From an optimization exercise on the open Yosys and OpenROAD flow, aimed at small area, a short achievable clock period and few clock cycles per item; shortcuts taken in it are not production practice.
Where RTL was checked, it was by simulation tests only, not by an equivalence proof against the original.

==> flow/design.v <==
module bpm_pos_calc (
    input  logic        clk,
    input  logic        rst,
    input  logic        data_valid,
    input  logic [31:0] A_IN,
    input  logic [31:0] B_IN,
    input  logic [31:0] C_IN,
    input  logic [31:0] D_IN,
    input  logic [15:0] Diameter,
    output logic [24:0] X,
    output logic [24:0] Y,
    output logic [33:0] S,
    output logic [1:0]  err,
    output logic        busy,
    output logic        rdy
);
    logic [31:0] a_r, c_r;
    logic [32:0] sab, scd;
    logic [21:0] kr;        
    logic        kx, kyn;   
    logic        kp;        
    logic [32:0] rx, ry;
    logic [24:0] wx, wy;
    logic [4:0]  cnt;
    logic        last;
    assign last = (cnt == 5'd23);
    logic b24, b23;
    assign b24 = (Diameter >= 16'd33555);
    assign b23 = ((Diameter >= 16'd16778) && !b24) || (Diameter >= 16'd50332);
    logic [22:0] p125;
    assign p125 = {kr[15:0], 7'b0} - {7'b0, kr[15:0]} - {6'b0, kr[15:0], 1'b0};
    function automatic logic [34:0] add3(input logic [34:0] p, input logic [34:0] x,
                                         input logic [34:0] y);
        logic [34:0] sm, cy;
        sm = p ^ x ^ y;
        cy = (p & x) | (p & y) | (x & y);
        add3 = sm + {cy[33:0], 1'b1};
    endfunction
    function automatic logic [34:0] step_r(input logic [32:0] r, input logic [31:0] a,
                                           input logic [32:0] s, input logic k);
        logic [34:0] r2, ka, c0, c1, c2;
        r2 = {1'b0, r, 1'b0};
        ka = {3'b0, a & {32{k}}};
        c0 = r2 + ka;
        c1 = add3(r2, ka, ~{2'b0, s});
        c2 = add3(r2, ka, ~{1'b0, s, 1'b0});
        if (!c2[34])      step_r = {2'd2, c2[32:0]};
        else if (!c1[34]) step_r = {2'd1, c1[32:0]};
        else              step_r = {2'd0, c0[32:0]};
    endfunction
    function automatic logic [24:0] step_w(input logic [24:0] w, input logic kp,
                                           input logic [1:0] t);
        logic [24:0] wm1, wp1;
        wm1 = w - 25'd1;
        wp1 = w + 25'd1;
        case ({kp, t})
            3'b000, 3'b101: step_w = {w[23:0], 1'b0};
            3'b001, 3'b110: step_w = {w[23:0], 1'b1};
            3'b010:         step_w = {wp1[23:0], 1'b0};
            default:        step_w = {wm1[23:0], 1'b1};
        endcase
    endfunction
    function automatic logic [24:0] fin_res(input logic [24:0] w, input logic [32:0] r,
                                            input logic [32:0] s, input logic t);
        logic [24:0] wp1;
        logic        up;
        wp1 = w + 25'd1;
        up  = w[24] && (t ? ({r, 1'b0} != {1'b0, s}) : (r != 33'd0));
        if (s == 33'd0) fin_res = 25'd0;
        else if (!up)   fin_res = {w[23:0], t};
        else if (t)     fin_res = {wp1[23:0], 1'b0};
        else            fin_res = {w[23:0], 1'b1};
    endfunction
    logic [1:0]  tx, ty;
    logic [32:0] nrx, nry;
    assign {tx, nrx} = step_r(rx, a_r, sab, kx);
    assign {ty, nry} = step_r(ry, c_r, scd, !kyn);
    always_ff @(posedge clk or posedge rst) begin
        if (rst) begin
            busy <= 1'b0;
            rdy  <= 1'b0;
            X    <= '0;
            Y    <= '0;
            S    <= '0;
            err  <= '0;
        end else begin
            rdy <= 1'b0;
            if (!busy) begin
                busy <= data_valid;
            end else if (last) begin
                busy <= 1'b0;
                rdy  <= 1'b1;
                X    <= fin_res(wx, rx, sab, tx[0]);
                Y    <= fin_res(wy, ry, scd, ty[0]);
                S    <= {1'b0, sab} + {1'b0, scd};
                err  <= {scd == 33'd0, sab == 33'd0};
            end
        end
    end
    always_ff @(posedge clk) begin
        if (!busy) begin
            a_r <= A_IN;
            c_r <= C_IN;
            sab <= {1'b0, A_IN} + {1'b0, B_IN};
            scd <= {1'b0, C_IN} + {1'b0, D_IN};
        end
    end
    always_ff @(posedge clk) begin
        if (!busy) begin
            rx  <= b24 ? {1'b0, A_IN} : 33'd0;
            ry  <= b24 ? {1'b0, C_IN} : 33'd0;
            wx  <= 25'd0;
            wy  <= 25'd0;
            kp  <= b24;
            kx  <= b23;
            kyn <= !b23;
            kr  <= {6'd0, Diameter};
            cnt <= 5'd0;
        end else begin
            rx  <= nrx;
            ry  <= nry;
            wx  <= step_w(wx, kp, tx);
            wy  <= step_w(wy, kp, ty);
            kp  <= kx;
            cnt <= cnt + 5'd1;
            if (cnt == 5'd0) begin
                kx  <= p125[20];
                kyn <= !p125[20];
                kr  <= {p125[19:0], 2'b00};
            end else begin
                kx  <= kr[21];
                kyn <= !kr[21];
                kr  <= {kr[20:0], 1'b0};
            end
        end
    end
endmodule
==> flow/config.mk <==
export PLATFORM = sky130hd
export DESIGN_NAME = bpm_pos_calc
export DESIGN_NICKNAME = bpm_pos_calc
export VERILOG_FILES = /design/flow/design.v
export SDC_FILE = /design/flow/constraint.sdc
export NUM_CORES = 4
export LEC_CHECK = 0
export CAP_MARGIN = 20
export CORE_MARGIN = 2
export CORE_UTILIZATION = 40
export SETUP_SLACK_MARGIN = 5
export SLEW_MARGIN = 20
==> flow/constraint.sdc <==
create_clock -name core_clock -period 13.0 [get_ports {clk}]
set_input_delay 2.6000 -clock core_clock [delete_from_list [all_inputs] [get_ports {clk}]]
set_output_delay 2.6000 -clock core_clock [all_outputs]
set_load 0.01 [all_outputs]
run.sh (not shown) runs the stock make flow with config.mk's settings and CLKGATE_MAP_FILE= SYNTH_SCRIPT=/design/flow/synth_recipe.tcl, a recipe that flattens the netlist after the stock synthesis.
Testbench counts at the start, summed over its fixed seeds: cycles 24,000, items 960.
Edit:
--- a/flow/design.v
+++ b/flow/design.v
@@ -13,17 +13,16 @@
     output logic [1:0]  err,
     output logic        busy,
     output logic        rdy
 );
     logic [31:0] a_r, c_r;
     logic [32:0] sab, scd;
-    logic [21:0] kr;        
+    logic [21:0] kr;      
     logic        kx, kyn;   
-    logic        kp;        
     logic [32:0] rx, ry;
-    logic [24:0] wx, wy;
+    logic [25:0] vx, vy;
     logic [4:0]  cnt;
     logic        last;
     assign last = (cnt == 5'd23);
     logic b24, b23;
     assign b24 = (Diameter >= 16'd33555);
     assign b23 = ((Diameter >= 16'd16778) && !b24) || (Diameter >= 16'd50332);
@@ -45,34 +44,38 @@
         c1 = add3(r2, ka, ~{2'b0, s});
         c2 = add3(r2, ka, ~{1'b0, s, 1'b0});
         if (!c2[34])      step_r = {2'd2, c2[32:0]};
         else if (!c1[34]) step_r = {2'd1, c1[32:0]};
         else              step_r = {2'd0, c0[32:0]};
     endfunction
-    function automatic logic [24:0] step_w(input logic [24:0] w, input logic kp,
+    function automatic logic [25:0] step_v(input logic [25:0] v, input logic k,
                                            input logic [1:0] t);
-        logic [24:0] wm1, wp1;
-        wm1 = w - 25'd1;
-        wp1 = w + 25'd1;
-        case ({kp, t})
-            3'b000, 3'b101: step_w = {w[23:0], 1'b0};
-            3'b001, 3'b110: step_w = {w[23:0], 1'b1};
-            3'b010:         step_w = {wp1[23:0], 1'b0};
-            default:        step_w = {wm1[23:0], 1'b1};
+        logic [24:0] vm1, vp1, vp2;
+        vm1 = v[24:0] - 25'd1;
+        vp1 = v[24:0] + 25'd1;
+        vp2 = v[24:0] + 25'd2;
+        case ({k, t})
+            3'b000, 3'b101: step_v = {v[24:0], k};
+            3'b001, 3'b110: step_v = {vp1, k};
+            3'b010:         step_v = {vp2, 1'b0};
+            default:        step_v = {vm1, 1'b1};
         endcase
     endfunction
-    function automatic logic [24:0] fin_res(input logic [24:0] w, input logic [32:0] r,
+    function automatic logic [24:0] fin_res(input logic [25:0] v, input logic [32:0] r,
                                             input logic [32:0] s, input logic t);
-        logic [24:0] wp1;
-        logic        up;
-        wp1 = w + 25'd1;
-        up  = w[24] && (t ? ({r, 1'b0} != {1'b0, s}) : (r != 33'd0));
-        if (s == 33'd0) fin_res = 25'd0;
-        else if (!up)   fin_res = {w[23:0], t};
-        else if (t)     fin_res = {wp1[23:0], 1'b0};
-        else            fin_res = {w[23:0], 1'b1};
+        logic [24:0] vp1, vp2;
+        logic        vneg, vm1, rnz, r2eq;
+        vp1  = v[24:0] + 25'd1;
+        vp2  = v[24:0] + 25'd2;
+        vneg = v[25];
+        vm1  = (v == '1);
+        rnz  = (r != 33'd0);
+        r2eq = ({r, 1'b0} == {1'b0, s});
+        if (s == 33'd0)  fin_res = 25'd0;
+        else if (!t)     fin_res = (vneg && rnz) ? vp1 : v[24:0];
+        else             fin_res = (vneg && !vm1 && !r2eq) ? vp2 : vp1;
     endfunction
     logic [1:0]  tx, ty;
     logic [32:0] nrx, nry;
     assign {tx, nrx} = step_r(rx, a_r, sab, kx);
     assign {ty, nry} = step_r(ry, c_r, scd, !kyn);
     always_ff @(posedge clk or posedge rst) begin
@@ -87,14 +90,14 @@
             rdy <= 1'b0;
             if (!busy) begin
                 busy <= data_valid;
             end else if (last) begin
                 busy <= 1'b0;
                 rdy  <= 1'b1;
-                X    <= fin_res(wx, rx, sab, tx[0]);
-                Y    <= fin_res(wy, ry, scd, ty[0]);
+                X    <= fin_res(vx, rx, sab, tx[0]);
+                Y    <= fin_res(vy, ry, scd, ty[0]);
                 S    <= {1'b0, sab} + {1'b0, scd};
                 err  <= {scd == 33'd0, sab == 33'd0};
             end
         end
     end
     always_ff @(posedge clk) begin
@@ -106,25 +109,23 @@
         end
     end
     always_ff @(posedge clk) begin
         if (!busy) begin
             rx  <= b24 ? {1'b0, A_IN} : 33'd0;
             ry  <= b24 ? {1'b0, C_IN} : 33'd0;
-            wx  <= 25'd0;
-            wy  <= 25'd0;
-            kp  <= b24;
+            vx  <= {26{b24}};
+            vy  <= {26{b24}};
             kx  <= b23;
             kyn <= !b23;
             kr  <= {6'd0, Diameter};
             cnt <= 5'd0;
         end else begin
             rx  <= nrx;
             ry  <= nry;
-            wx  <= step_w(wx, kp, tx);
-            wy  <= step_w(wy, kp, ty);
-            kp  <= kx;
+            vx  <= step_v(vx, kx, tx);
+            vy  <= step_v(vy, !kyn, ty);
             cnt <= cnt + 5'd1;
             if (cnt == 5'd0) begin
                 kx  <= p125[20];
                 kyn <= !p125[20];
                 kr  <= {p125[19:0], 2'b00};
             end else begin
Count of clock-buffer cells in the layout increases by 4.
Cell area came out higher by 6.8%.
Wire length rises by 19%.
Non-clock buffer count increases by 7.
Hold slack is about the same.
Utilization goes down by 0.50 points.
Die area climbs by 8.3%.
Worst setup slack improves by 470 ps.
Sequential cell count goes up by 1.
Register-to-register slack gets worse by 310 ps.
Only the layout flow was run in the second run of this note; the RTL was not checked for function there.

-- port drivers added, routing unchanged --
Ports are ideal in the flow. The routed layouts listed here were re-timed in OpenROAD.
Step 1 assumes that a clkbuf_16 drives the clock port and a buf_2 every other input.
Step 2 times the ports against the registers' clock, not the clock port: input delays grow and output delays shrink by t, the midpoint of the rising clock arrivals with the driver on.
Three values: ideal ports, drivers, drivers and shift; two values: the first two.
| run | t, ns | slack for setup (ns) | worst setup path at the end | slew at the worst register clock pin (ns) |
|---|---|---|---|---|
| the first run | 0.671 | 6.225 / 6.234 / 5.563 | input to register | 0.07 / 0.07 |
| the second run | 0.678 | 6.699 / 6.699 / 6.092 | input to register | 0.07 / 0.07 |
After both steps setup and hold are still met in every run listed. For the first run, which loses most, drivers alone change the setup slack by +0.009 ns; drivers and shift together by -0.662 ns.
